What follows belongs to an exercise in optimizing a design on an open flow for small area, a short achievable clock period and few clock cycles; a production flow would make more cautious choices.
At most, simulation tests tie the RTL to the original design; equivalence was not proved.
No driver is modelled on the clock port, so clocking that relies on it looks cheaper here than on a real chip.
Power figures rest on the tool's default switching activity, not on a simulated workload.

Design mean_and_median_of_set, start of the top module:
module mean_and_median_of_set (
  input  logic                           clk_i,
  input  logic                           rst_ni,
  input  logic                           start,
  output logic                           busy,
  input  logic [mams_pkg::ResponseW-1:0] response_i,
  input  logic                           last_i,
  output logic                           valid_o,
  output logic [mams_pkg::CountW-1:0]    count_o,
  output logic [mams_pkg::TotalW-1:0]    total_o,
  output logic [mams_pkg::MeanW-1:0]     mean_q8_o,
  output logic [mams_pkg::MedianW-1:0]   median_o,
  output logic                           overflow_o
);
Settings: LEC_CHECK=0, ABC_CLOCK_PERIOD_IN_PS=2500, CAP_MARGIN=20, CORE_MARGIN=2, CORE_UTILIZATION=40, SETUP_SLACK_MARGIN=3.5, SLEW_MARGIN=20; clock period 6.0 ns.
run.sh (not shown) runs the stock make flow with config.mk's settings and CLKGATE_MAP_FILE= SYNTH_SCRIPT=/design/flow/synth_recipe.tcl, a recipe that flattens the netlist after the stock synthesis.
The first run finished with timing, DRC and antenna clean.
Testbench counts at the start, summed over its fixed seeds: cycles 54,377.
Change:
ABC_CLOCK_PERIOD_IN_PS = 2200   (was 2500)
CORE_UTILIZATION = 55   (was 40)
CTS_CLUSTER_DIAMETER = 80   (was unset)
CTS_CLUSTER_SIZE = 20   (was unset)
SETUP_SLACK_MARGIN = 3.8   (was 3.5)
What happened: The changed run produced a clean layout. Hold slack loses 0.0080 ns. Total power shrinks by 1.9%. Clock skew shrinks by 0.0059 ns. Design area shrinks by 0.49%. Global-route usage grows by 6.9 points.


alpha:
The RTL this note starts from:
==> flow/design.v <==
package mams_pkg;
  localparam int unsigned ResponseW = 4;
  localparam int unsigned CountW    = 8;
  localparam int unsigned TotalW    = 11;
  localparam int unsigned MeanW     = 12;
  localparam int unsigned MedianW   = 4;
  localparam int unsigned FracBits  = 8;
  localparam int unsigned RecW = CountW + TotalW + MedianW + 1;
endpackage
module mams_cell (
  input  logic       clk_i,
  input  logic       clr_i,
  input  logic       inc_i,
  input  logic [6:0] r_i,
  output logic       flag_o
);
  logic [6:0] c_q;
  assign flag_o = c_q > r_i;
  always_ff @(posedge clk_i) begin
    if (clr_i) begin
      c_q <= {6'd0, inc_i};
    end else if (inc_i && !(&c_q)) begin
      c_q <= c_q + 7'd1;
    end
  end
endmodule
module mams_div (
  input  logic                      clk_i,
  input  logic                      rst_ni,
  input  logic                      load_i,
  input  logic [mams_pkg::RecW-1:0] rec_i,
  output logic                      free_o,    
  output logic                      soon_o,    
  output logic                      valid_o,
  output logic [7:0]                count_o,
  output logic [10:0]               total_o,
  output logic [11:0]               mean_o,
  output logic [3:0]                median_o,
  output logic                      overflow_o
);
  logic [3:0]  cnt_q;      
  logic        run_q;
  logic        valid_q;
  logic [7:0]  dn_q;
  logic [10:0] dt_q;
  logic [3:0]  dm_q;
  logic        do_q;
  logic [11:0] q_q;
  logic [7:0]  rem_q;
  logic [7:0]  rc;
  logic [10:0] rs;
  logic [8:0]  trial;
  logic [8:0]  step;
  logic        sub;
  assign {rc, rs} = rec_i[mams_pkg::RecW-1:5];
  assign sub   = !rem_q[7];
  assign trial = {rem_q, q_q[11]};
  assign step  = trial + ({1'b0, dn_q} ^ {9{sub}}) + {8'd0, sub};
  assign free_o = !run_q;
  assign soon_o = run_q ? cnt_q <= 4'd3 : !load_i;
  always_ff @(posedge clk_i or negedge rst_ni) begin
    if (!rst_ni) begin
      run_q   <= 1'b0;
      valid_q <= 1'b0;
      cnt_q   <= '0;
    end else begin
      valid_q <= run_q && cnt_q == 4'd1;
      if (load_i) begin
        run_q <= 1'b1;
        cnt_q <= 4'd12;
      end else if (run_q) begin
        cnt_q <= cnt_q - 4'd1;
        if (cnt_q == 4'd1) run_q <= 1'b0;
      end
    end
  end
  always_ff @(posedge clk_i) begin
    if (load_i) begin
      {dn_q, dt_q, dm_q, do_q} <= rec_i;
    end
  end
  always_ff @(posedge clk_i) begin
    if (load_i) begin
      rem_q <= {1'b0, rs[10:4]};
      q_q   <= {rs[3:0], 8'd0};
    end else begin
      rem_q <= step[7:0];
      q_q   <= {q_q[10:0], !step[8]};
    end
  end
  assign valid_o    = valid_q;
  assign count_o    = dn_q;
  assign total_o    = dt_q;
  assign mean_o     = q_q;
  assign median_o   = dm_q;
  assign overflow_o = do_q;
endmodule
module mean_and_median_of_set (
  input  logic                           clk_i,
  input  logic                           rst_ni,
  input  logic                           start,
  output logic                           busy,
  input  logic [mams_pkg::ResponseW-1:0] response_i,
  input  logic                           last_i,
  output logic                           valid_o,
  output logic [mams_pkg::CountW-1:0]    count_o,
  output logic [mams_pkg::TotalW-1:0]    total_o,
  output logic [mams_pkg::MeanW-1:0]     mean_q8_o,
  output logic [mams_pkg::MedianW-1:0]   median_o,
  output logic                           overflow_o
);
  localparam int unsigned NSLOT = 2;
  logic       busy_q;
  logic       in_v;
  logic [3:0] in_x;
  logic       in_last;
  logic       take;
  assign busy = busy_q;
  assign take = start && !busy_q;
  always_ff @(posedge clk_i or negedge rst_ni) begin
    if (!rst_ni) in_v <= 1'b0;
    else         in_v <= take;
  end
  always_ff @(posedge clk_i) begin
    in_x    <= response_i;
    in_last <= last_i;
  end
  logic        fresh_q;    
  logic        rec_v_q;    
  logic [7:0]  n_q;
  logic [6:0]  r_q;        
  logic [10:0] s_q;
  logic        ovf_q;
  logic        full, keep;
  logic [14:0] flag;
  logic [3:0]  med;
  logic [mams_pkg::RecW-1:0] rec;
  assign full = n_q[7] && !fresh_q;
  assign keep = in_v && !full;
  always_ff @(posedge clk_i or negedge rst_ni) begin
    if (!rst_ni) begin
      fresh_q <= 1'b1;
      rec_v_q <= 1'b0;
    end else begin
      fresh_q <= in_v && in_last;
      rec_v_q <= in_v && in_last;
    end
  end
  always_ff @(posedge clk_i) begin
    if (fresh_q) begin
      n_q   <= {7'd0, keep};
      r_q   <= '0;
      s_q   <= keep ? {7'd0, in_x} : 11'd0;
      ovf_q <= 1'b0;
    end else begin
      n_q   <= n_q + {7'd0, keep};
      r_q   <= r_q + {6'd0, keep && n_q[0]};
      s_q   <= s_q + (keep ? {7'd0, in_x} : 11'd0);
      ovf_q <= ovf_q || (in_v && full);
    end
  end
  for (genvar v = 0; v < 15; v++) begin : g_cum
    mams_cell u_cell (
      .clk_i (clk_i),
      .clr_i (fresh_q),
      .inc_i (keep && (in_x <= 4'(v))),
      .r_i   (r_q),
      .flag_o(flag[v])
    );
  end
  always_comb begin
    med = 4'd15;
    for (int v = 14; v >= 0; v--) begin
      if (flag[v]) med = 4'(v);
    end
  end
  assign rec = {n_q, s_q, med, ovf_q};
  logic [mams_pkg::RecW-1:0] slot0_q, slot1_q;
  logic [1:0] fill_q, fill_d;
  logic       div_free, div_soon, div_load;
  logic       pop, push;
  logic [mams_pkg::RecW-1:0] div_rec;
  assign div_load = div_free && (fill_q != 2'd0 || rec_v_q);
  assign div_rec  = (fill_q != 2'd0) ? slot0_q : rec;
  assign pop      = div_load && fill_q != 2'd0;
  assign push     = rec_v_q && !(div_load && fill_q == 2'd0);
  always_comb begin
    fill_d = fill_q;
    if (pop)  fill_d = fill_d - 2'd1;
    if (push) fill_d = fill_d + 2'd1;
  end
  always_ff @(posedge clk_i or negedge rst_ni) begin
    if (!rst_ni) fill_q <= '0;
    else         fill_q <= fill_d;
  end
  always_ff @(posedge clk_i) begin
    if (fill_q == 2'd0 || pop) slot0_q <= fill_q[1] ? slot1_q : rec;
    if (rec_v_q)               slot1_q <= rec;
  end
  logic [2:0] due;
  assign due = {1'b0, fill_d} + {2'd0, in_v && in_last} + {2'd0, take && last_i};
  always_ff @(posedge clk_i or negedge rst_ni) begin
    if (!rst_ni) busy_q <= 1'b0;
    else         busy_q <= due >= 3'(NSLOT) + {2'd0, div_soon};
  end
  mams_div u_div (
    .clk_i     (clk_i),
    .rst_ni    (rst_ni),
    .load_i    (div_load),
    .rec_i     (div_rec),
    .free_o    (div_free),
    .soon_o    (div_soon),
    .valid_o   (valid_o),
    .count_o   (count_o),
    .total_o   (total_o),
    .mean_o    (mean_q8_o),
    .median_o  (median_o),
    .overflow_o(overflow_o)
  );
endmodule
Settings: LEC_CHECK=0, ABC_CLOCK_PERIOD_IN_PS=2500, CAP_MARGIN=20, CORE_MARGIN=2, CORE_UTILIZATION=40, SETUP_SLACK_MARGIN=3.5, SLEW_MARGIN=20; clock period 6.0 ns.
Inputs modified between alpha and beta:
Settings: SETUP_SLACK_MARGIN now 3.8, was 3.5; CTS_BUF_LIST now sky130_fd_sc_hd__clkbuf_4 sky130_fd_sc_hd__clkbuf_8, previously not set; ABC_CLOCK_PERIOD_IN_PS now 2200, was 2500.
### Flow results
The area growth from synthesis to layout of beta exceeds that of alpha by 5.2 points. beta ends up with lower worst setup slack than alpha does. Diff alpha..beta | fraction of the mapped netlist area in adder cells | unchanged. Diff alpha -> beta: count of routing violations after the opening detailed-route iteration increased 137; count of nets left with antenna violations after detail routing has remained practically unchanged; final area +4.2%. alpha ended up with r_q[3]$_SDFF_PP0_ as its worst setup path startpoint; beta ended up with r_q[1]$_SDFF_PP0_. In the tables for beta and alpha, share of power burned in the clock network reads lower with beta. Relative to alpha, met1 track demand over resource has increased by 0.70 points in beta.
No run of this note included a check of the RTL's function; only the layout flow was run.


== v21 ==
Another version of the RTL of mean_and_median_of_set (not shown whole).
Size: about 1200 cells after synthesis, about 46 I/O pins, ~13000 um^2 of cells after synthesis.
Settings: LEC_CHECK=0, CAP_MARGIN=20, CORE_MARGIN=2, CORE_UTILIZATION=70, CTS_CLUSTER_DIAMETER=60, CTS_CLUSTER_SIZE=16, PLACE_DENSITY=0.8, SETUP_SLACK_MARGIN=3.8, SLEW_MARGIN=20; clock period 6.0 ns.
standard.sh (not shown) runs the stock make flow with config.mk's settings and CLKGATE_MAP_FILE= SYNTH_SCRIPT=/design/flow/synth_recipe.tcl, a recipe that flattens the netlist after the stock synthesis.
==> flow/flow/run.sh <==
#!/bin/bash
# The standard layout (standard.sh), with one change to the clock tree: after
# clock tree synthesis, the root clock buffer, which only passes the clock on
# to the two branch buffers, is taken out, so the clock port drives the branch
# buffers directly. Every register keeps the same number of buffers (two)
# between the clock port and its clock pin; only the whole tree gets faster.
# Tool output goes to standard.log and flatten_clock.log.
here=$(pwd)
export POST_CTS_TCL="$here/flow/flatten_clock.tcl"
export FLATTEN_CLOCK_LOG="$here/flatten_clock.log"
bash standard.sh > standard.log 2>&1
==> flow/flow/flatten_clock.tcl <==
set log [open $::env(FLATTEN_CLOCK_LOG) w]
set block [ord::get_db_block]
set port [$block findBTerm clk_i]
set pnet [$port getNet]
set roots [$pnet getITerms]
puts $log "clock port drives [llength $roots] cell pin(s)"
if {[llength $roots] == 1} {
  set rin [lindex $roots 0]
  set root [$rin getInst]
  set rout [$root findITerm X]
  set rnet [$rout getNet]
  set sinks {}
  set ok [string match "sky130_fd_sc_hd__clkbuf_*" [[$root getMaster] getName]]
  foreach s [$rnet getITerms] {
    if {[$s getInst] eq $root} { continue }
    if {![string match "sky130_fd_sc_hd__clkbuf_*" [[[$s getInst] getMaster] getName]]} { set ok 0 }
    lappend sinks $s
  }
  if {$ok && [llength $sinks] >= 1 && [llength $sinks] <= 4} {
    foreach s $sinks {
      $s disconnect
      $s connect $pnet
    }
    $rout disconnect
    $rin disconnect
    puts $log "removed [$root getName]: port now drives [llength $sinks] clock buffers"
    odb::dbInst_destroy $root
    odb::dbNet_destroy $rnet
  } else {
    puts $log "kept the root buffer: [llength $sinks] loads, all clock buffers: $ok"
  }
}
estimate_parasitics -placement
close $log
v21 reached the final stage; the timing, DRC and antenna checks on its layout passed.
Testbench counts of v21, summed over its fixed seeds: cycles 54,465.
Here is what was changed in the inputs of v13 compared with v21.
Settings: CTS_CLUSTER_SIZE changed from 16 to 20; CTS_CLUSTER_DIAMETER changed from 60 to 80; ABC_CLOCK_PERIOD_IN_PS newly set to 2200; SETUP_SLACK_MARGIN changed from 3.8 to 3.9.
==> comparison <==
Between v21 and v13, detailed-router iteration count before antenna repair decreased.
Diff v21 -> v13 | number of ordinary and repair buffers in the finished layout | increase of 17%
Lower setup slack goes to v21 over v13.
Compare v21 and v13 | clock-cell share of area lower: v13
Combinational gate power is higher on v13
Count of clock-net buffers in the final layout (v13 over v21): decrease, 15%
Number of inverters outside the clock class in the layout: v13 vs v21 — no meaningful difference
## Diff of input files: v58 against v13
Settings: SETUP_SLACK_MARGIN now 3.8, was 3.9.
==> flow/run.sh (new file) <==
#!/bin/bash
# synth_recipe.tcl (not shown) runs the flow's synth.tcl, then flattens the netlist and writes it again
# the make line also repeats each setting of config.mk as NAME=value (left out here)
make -C /OpenROAD-flow-scripts/flow DESIGN_CONFIG=/design/flow/config.mk WORK_HOME=/design/flow/orfs CLKGATE_MAP_FILE= SYNTH_SCRIPT=/design/flow/synth_recipe.tcl finish
removed: flow/flow/run.sh
removed: flow/flow/flatten_clock.tcl
removed: flow/standard.sh
## What came out
The final layout from v58, which completed every stage, passed the timing, DRC and antenna checks at the end of the flow. v58 has data arrival time of the critical path above what v13 had. Summary of v58 over v13: share of power burned in combinational logic lower; non-filler instance count after layout lower.

port drivers added, routing unchanged:
In the flow no input, the clock included, has a driving cell. The finished layouts below were timed again as built, in two steps. Step 1 assumes that a clkbuf_16 drives the clock port and a buf_2 every other input. Step 2 times the ports against the registers' clock, not the clock port: input delays grow and output delays shrink by t, the midpoint of the rising clock arrivals with the driver on. Slacks: ideal / step 1 / step 2; pairs: ideal / step 1.
run | shift t [ns] | setup slack, ns | worst setup path at the end | cell pins on the clock port's net
the first run of note 1 | 0.595 | 3.526 / 3.478 / 3.532 | input to register | 1
the second run of note 1 | 0.548 | 3.647 / 3.647 / 3.647 | register to register | 1
alpha | 0.605 | 3.263 / 3.263 / 2.963 | input to register | 1
beta | 0.595 | 3.184 / 3.184 / 3.106 | input to register | 1
v21 | 0.435 | 3.820 / 3.778 / 3.498 | input to register | 2
v13 | 0.410 | 3.868 / 3.807 / 3.596 | input to register | 2
v58 | 0.530 | 3.731 / 3.685 / 3.578 | input to register | 1
After both steps setup and hold are still met in every run listed. The setup slack of v21, which loses most, moves by -0.042 ns with the drivers and by -0.322 ns with both steps.
